From an optimization exercise on the open Yosys and OpenROAD flow, aimed at small area, a short achievable clock period and few clock cycles; shortcuts taken in it are not production practice.
In this exercise RTL edits were held to simulation tests only and were not proved equivalent to the original.

==> inputs of try-pepper <==
==> flow/design.v <==
module cscp_outq (
   input  logic        clock,
   input  logic        reset,
   input  logic        push,
   input  logic [16:0] push_data,
   input  logic        rsp_stall,
   output logic        rsp_valid,
   output logic [16:0] rsp_data,
   output logic        adv_q
);
   logic        hd_v, sk_v;
   logic [16:0] hd_d, sk_d;
   logic        pop, hd_free;
   logic        hd_v_n, sk_v_n;
   assign pop     = hd_v && !rsp_stall;
   assign hd_free = !hd_v || pop;
   always_comb begin
      if (hd_free) begin
         hd_v_n = sk_v || push;
         sk_v_n = sk_v && push;
      end else begin
         hd_v_n = 1'b1;
         sk_v_n = sk_v || push;
      end
   end
   always_ff @(posedge clock) begin
      if (reset) begin
         hd_v  <= 1'b0;
         sk_v  <= 1'b0;
         adv_q <= 1'b1;
      end else begin
         hd_v  <= hd_v_n;
         sk_v  <= sk_v_n;
         adv_q <= !(hd_v_n && sk_v_n);
      end
   end
   always_ff @(posedge clock) begin
      if (hd_free) hd_d <= sk_v ? sk_d : push_data;
      if (hd_free ? (sk_v && push) : (!sk_v && push)) sk_d <= push_data;
   end
   assign rsp_valid = hd_v;
   assign rsp_data  = hd_d;
endmodule
module cscp_div_step #(
   parameter integer BIT = 15
) (
   input  logic [23:0] rem_i,
   input  logic [15:0] q_i,
   input  logic [23:0] dvsr,
   output logic [23:0] rem_o,
   output logic [15:0] q_o
);
   logic [24:0] r2;
   logic [25:0] d;
   assign r2 = {rem_i, 1'b0};
   assign d  = {1'b0, r2} - {2'b0, dvsr};
   always_comb begin
      q_o      = q_i;
      q_o[BIT] = !d[25];
      rem_o    = d[25] ? r2[23:0] : d[23:0];
   end
endmodule
module cscp_mac (
   input  logic signed [17:0] acc,
   input  logic [16:0]        s,
   input  logic signed [15:0] c,
   output logic signed [17:0] y
);
   logic signed [35:0] p;
   assign p = acc * $signed({1'b0, s}) + ($signed(c) <<< 16);
   assign y = p[33:16];
endmodule
module cscp_mac_lo (
   input  logic signed [17:0] acc,
   input  logic [7:0]         s_lo,
   input  logic signed [15:0] c,
   output logic signed [25:0] y
);
   logic signed [33:0] p;
   assign p = acc * $signed({1'b0, s_lo}) + ($signed(c) <<< 16);
   assign y = p[33:8];
endmodule
module cscp_mac_hi (
   input  logic signed [17:0] acc,
   input  logic [8:0]         s_hi,
   input  logic signed [25:0] lo,
   output logic signed [17:0] y
);
   logic signed [28:0] p;
   assign p = acc * $signed({1'b0, s_hi}) + lo;
   assign y = p[25:8];
endmodule
module cubic_segment_current_profile_top #(
   parameter logic [15:0] DIV_REGS = 16'b1010_1010_1010_1010,
   parameter bit          H_SPLIT  = 1'b1
) (
   input  logic         clock,
   input  logic         reset,
   input  logic         req_valid,
   output logic         req_stall,
   input  logic [17:0]  req_data,
   output logic         rsp_valid,
   input  logic         rsp_stall,
   output logic [16:0]  rsp_data,
   input  logic         csr_wr_en,
   input  logic [2:0]   csr_index,
   input  logic [63:0]  csr_wdata
);
   localparam [2:0] CSR_RAMP_UP   = 3'd0;
   localparam [2:0] CSR_HOLD      = 3'd1;
   localparam [2:0] CSR_RAMP_DOWN = 3'd2;
   localparam [2:0] CSR_UP_COEF   = 3'd3;
   localparam [2:0] CSR_DOWN_COEF = 3'd4;
   localparam [2:0] CSR_CEILING   = 3'd5;
   logic [23:0] up_len_ff, hold_len_ff, down_len_ff;
   logic [63:0] up_coef_ff, down_coef_ff;
   logic [15:0] ceiling_ff;
   always_ff @(posedge clock) begin
      if (reset) begin
         up_len_ff    <= '0;
         hold_len_ff  <= '0;
         down_len_ff  <= '0;
         up_coef_ff   <= '0;
         down_coef_ff <= '0;
         ceiling_ff   <= '1;
      end else if (csr_wr_en) begin
         case (csr_index)
            CSR_RAMP_UP:   up_len_ff    <= csr_wdata[23:0];
            CSR_HOLD:      hold_len_ff  <= csr_wdata[23:0];
            CSR_RAMP_DOWN: down_len_ff  <= csr_wdata[23:0];
            CSR_UP_COEF:   up_coef_ff   <= csr_wdata;
            CSR_DOWN_COEF: down_coef_ff <= csr_wdata;
            CSR_CEILING:   ceiling_ff   <= csr_wdata[15:0];
            default: ;
         endcase
      end
   end
   logic [23:0] dlen_q;       
   logic [24:0] ds_q;         
   logic [25:0] re_q;         
   always_ff @(posedge clock) begin
      dlen_q <= (down_len_ff == '0) ? 24'd1 : down_len_ff;
      ds_q   <= {1'b0, up_len_ff} + {1'b0, hold_len_ff};
      re_q   <= {2'b0, up_len_ff} + {2'b0, hold_len_ff} +
                {2'b0, (down_len_ff == '0) ? 24'd1 : down_len_ff};
   end
   logic adv_q;               
   logic in_v;
   logic [17:0] in_d;
   assign req_stall = ~adv_q;
   always_ff @(posedge clock) begin
      if (reset)      in_v <= 1'b0;
      else if (adv_q) in_v <= req_valid;
   end
   always_ff @(posedge clock) begin
      if (adv_q) in_d <= req_data;
   end
   logic        run_q, last_en_q, last_relay_q;
   logic [31:0] t_q;
   logic        en, relay, start, run_a, run_n, lt_up, lt_ds, lt_re;
   logic [31:0] t0, t_n;
   logic [32:0] tsum;
   logic [24:0] tdown;
   assign en     = in_d[1];
   assign relay  = in_d[0];
   assign start  = en && !relay && !run_q && (!last_en_q || (last_relay_q && !relay));
   assign t0     = start ? 32'd0 : t_q;
   assign run_a  = (start || run_q) && en && !relay;
   assign lt_up  = t0 < {8'd0, up_len_ff};
   assign lt_ds  = t0 < {7'd0, ds_q};
   assign lt_re  = t0 < {6'd0, re_q};
   assign run_n  = run_a && lt_re;
   assign tsum   = {1'b0, t0} + {17'd0, in_d[17:2]};
   assign t_n    = !run_n ? t0 : (tsum[32] ? 32'hFFFF_FFFF : tsum[31:0]);
   assign tdown  = t0[24:0] - ds_q;
   always_ff @(posedge clock) begin
      if (reset) begin
         run_q        <= 1'b0;
         last_en_q    <= 1'b0;
         last_relay_q <= 1'b0;
         t_q          <= '0;
      end else if (adv_q && in_v) begin
         run_q        <= run_n;
         last_en_q    <= en;
         last_relay_q <= relay;
         t_q          <= t_n;
      end
   end
   logic        s1_v;
   logic [3:0]  s1_m;
   logic [23:0] s1_x;
   always_ff @(posedge clock) begin
      if (reset)      s1_v <= 1'b0;
      else if (adv_q) s1_v <= in_v;
   end
   always_ff @(posedge clock) begin
      if (adv_q) begin
         s1_m <= {run_n, lt_ds && !lt_up, !lt_ds, !lt_up};
         s1_x <= lt_up ? t0[23:0] : (lt_ds ? 24'd0 : tdown[23:0]);
      end
   end
   logic        dv_v [0:16];
   logic [3:0]  dv_m [0:16];
   logic [23:0] dv_r [0:16];
   logic [15:0] dv_q [0:16];
   assign dv_v[0] = s1_v;
   assign dv_m[0] = s1_m;
   assign dv_r[0] = s1_x;
   assign dv_q[0] = 16'd0;
   genvar gi;
   generate
      for (gi = 0; gi < 16; gi++) begin : g_div
         logic [23:0] r_c;
         logic [15:0] q_c;
         cscp_div_step #(.BIT(15 - gi)) u_step (
            .rem_i (dv_r[gi]),
            .q_i   (dv_q[gi]),
            .dvsr  (dv_m[gi][0] ? dlen_q : up_len_ff),
            .rem_o (r_c),
            .q_o   (q_c)
         );
         if (DIV_REGS[gi]) begin : g_reg
            always_ff @(posedge clock) begin
               if (reset)      dv_v[gi+1] <= 1'b0;
               else if (adv_q) dv_v[gi+1] <= dv_v[gi];
            end
            always_ff @(posedge clock) begin
               if (adv_q) begin
                  dv_m[gi+1] <= dv_m[gi];
                  dv_r[gi+1] <= r_c;
                  dv_q[gi+1] <= q_c;
               end
            end
         end else begin : g_wire
            assign dv_v[gi+1] = dv_v[gi];
            assign dv_m[gi+1] = dv_m[gi];
            assign dv_r[gi+1] = r_c;
            assign dv_q[gi+1] = q_c;
         end
      end
   endgenerate
   logic [63:0] coefs;
   logic [16:0] s17;
   assign coefs = dv_m[16][1] ? down_coef_ff : up_coef_ff;
   assign s17   = {dv_m[16][2], dv_q[16]};
   logic        h_v   [0:3];
   logic        h_run [0:3];
   logic [16:0] h_s   [0:3];
   logic signed [17:0] h_acc [0:3];
   logic        h_cd  [0:3];       
   assign h_v[0]   = dv_v[16];
   assign h_run[0] = dv_m[16][3];
   assign h_s[0]   = s17;
   assign h_acc[0] = {{2{coefs[63]}}, coefs[63:48]};
   assign h_cd[0]  = dv_m[16][1];
   generate
      for (gi = 0; gi < 3; gi++) begin : g_h
         logic [63:0]        cf;
         logic signed [15:0] ck;
         logic signed [17:0] acc_o;
         logic               v_m, run_m, cd_m;
         logic [16:0]        s_m;
         assign cf = h_cd[gi] ? down_coef_ff : up_coef_ff;
         assign ck = cf[(2 - gi) * 16 +: 16];
         if (H_SPLIT) begin : g_split
            logic signed [25:0] lo_c, lo_q;
            logic signed [17:0] a_q;
            cscp_mac_lo u_lo (.acc(h_acc[gi]), .s_lo(h_s[gi][7:0]), .c(ck), .y(lo_c));
            always_ff @(posedge clock) begin
               if (reset)      v_m <= 1'b0;
               else if (adv_q) v_m <= h_v[gi];
            end
            always_ff @(posedge clock) begin
               if (adv_q) begin
                  run_m <= h_run[gi];
                  cd_m  <= h_cd[gi];
                  s_m   <= h_s[gi];
                  a_q   <= h_acc[gi];
                  lo_q  <= lo_c;
               end
            end
            cscp_mac_hi u_hi (.acc(a_q), .s_hi(s_m[16:8]), .lo(lo_q), .y(acc_o));
         end else begin : g_one
            cscp_mac u_mac (.acc(h_acc[gi]), .s(h_s[gi]), .c(ck), .y(acc_o));
            assign v_m   = h_v[gi];
            assign run_m = h_run[gi];
            assign cd_m  = h_cd[gi];
            assign s_m   = h_s[gi];
         end
         always_ff @(posedge clock) begin
            if (reset)      h_v[gi+1] <= 1'b0;
            else if (adv_q) h_v[gi+1] <= v_m;
         end
         always_ff @(posedge clock) begin
            if (adv_q) begin
               h_run[gi+1] <= run_m;
               h_cd[gi+1]  <= cd_m;
               h_s[gi+1]   <= s_m;
               h_acc[gi+1] <= acc_o;
            end
         end
      end
   endgenerate
   logic [16:0] res;
   always_comb begin
      if (!h_run[3])                        res = 17'd0;
      else if (h_acc[3][17])                res = {16'd0, 1'b1};
      else if (h_acc[3][16:0] > {1'b0, ceiling_ff}) res = {ceiling_ff, 1'b1};
      else                                  res = {h_acc[3][15:0], 1'b1};
   end
   cscp_outq u_outq (
      .clock     (clock),
      .reset     (reset),
      .push      (adv_q && h_v[3]),
      .push_data (res),
      .rsp_stall (rsp_stall),
      .rsp_valid (rsp_valid),
      .rsp_data  (rsp_data),
      .adv_q     (adv_q)
   );
endmodule
==> flow/run.sh <==
#!/bin/bash
# synth_recipe.tcl (not shown) runs the flow's synth.tcl, then flattens the netlist and writes it again
# the make line also repeats each setting of config.mk as NAME=value (left out here)
make -C /OpenROAD-flow-scripts/flow DESIGN_CONFIG=/design/flow/config.mk WORK_HOME=/design/flow/orfs CLKGATE_MAP_FILE= SYNTH_SCRIPT=/design/flow/synth_recipe.tcl finish
==> flow/config.mk <==
export PLATFORM = sky130hd
export DESIGN_NAME = cubic_segment_current_profile_top
export DESIGN_NICKNAME = cubic_segment_current_profile_top
export VERILOG_FILES = /design/flow/design.v
export SDC_FILE = /design/flow/constraint.sdc
export NUM_CORES = 4
export LEC_CHECK = 0
export CAP_MARGIN = 20
export CORE_MARGIN = 2
export CORE_UTILIZATION = 40
export SLEW_MARGIN = 20
==> flow/constraint.sdc <==
create_clock -name core_clock -period 9.0 [get_ports {clock}]
set_input_delay 1.8000 -clock core_clock [delete_from_list [all_inputs] [get_ports {clock}]]
set_output_delay 1.8000 -clock core_clock [all_outputs]
set_load 0.01 [all_outputs]
==> try-umber: changes against try-pepper <==
SETUP_SLACK_MARGIN = 3.5   (was unset)
==> comparison <==
- try-umber finished clean. try-pepper ran to the end with no violations.
- In try-umber the sequential share of layout area is lower than in try-pepper, by 3.3 points.
- Of try-pepper and try-umber, try-umber has the higher non-clock buffer count (gap 828).
- Die area is the same in try-umber and try-pepper.
- Against try-umber, the maximum frequency of try-pepper is lower by 23%.
- Between try-pepper and try-umber, the lower hold slack is in try-pepper (gap 9.5 ps).
- Clock-buffer cell count: try-umber is higher than try-pepper (6).
- Against try-pepper, the global-route usage of try-umber is higher by 0.68 points.
- In flip-flop and latch count, try-pepper and try-umber do not differ.
- Via count: try-umber is higher than try-pepper (7.3%).
Testbench counts of try-pepper, summed over its fixed seeds: cycles 4,520.
Testbench counts of try-umber, summed over its fixed seeds: cycles 4,520.

==> what the ideal ports hide <==
Ports are ideal in the flow. The routed layouts listed here were re-timed in OpenROAD.
Step 1 (the two cells are an assumption about what drives the block):
set clk [get_ports {clock}]
set_driving_cell -lib_cell sky130_fd_sc_hd__clkbuf_16 $clk
set_driving_cell -lib_cell sky130_fd_sc_hd__buf_2 [delete_from_list [all_inputs] $clk]
Step 2 times the ports against the registers' clock, not the clock port: input delays grow and output delays shrink by t, the midpoint of the rising clock arrivals with the driver on.
Three values: ideal ports, drivers, drivers and shift; two values: the first two.
run	t, ns	slack for setup (ns)	hold WS [ns]
try-pepper	0.860	1.038 / 1.038 / 1.038	0.385 / 0.385 / 0.385
try-umber	0.864	2.899 / 2.899 / 2.899	0.394 / 0.394 / 0.394
After both steps every run listed still meets setup and hold.
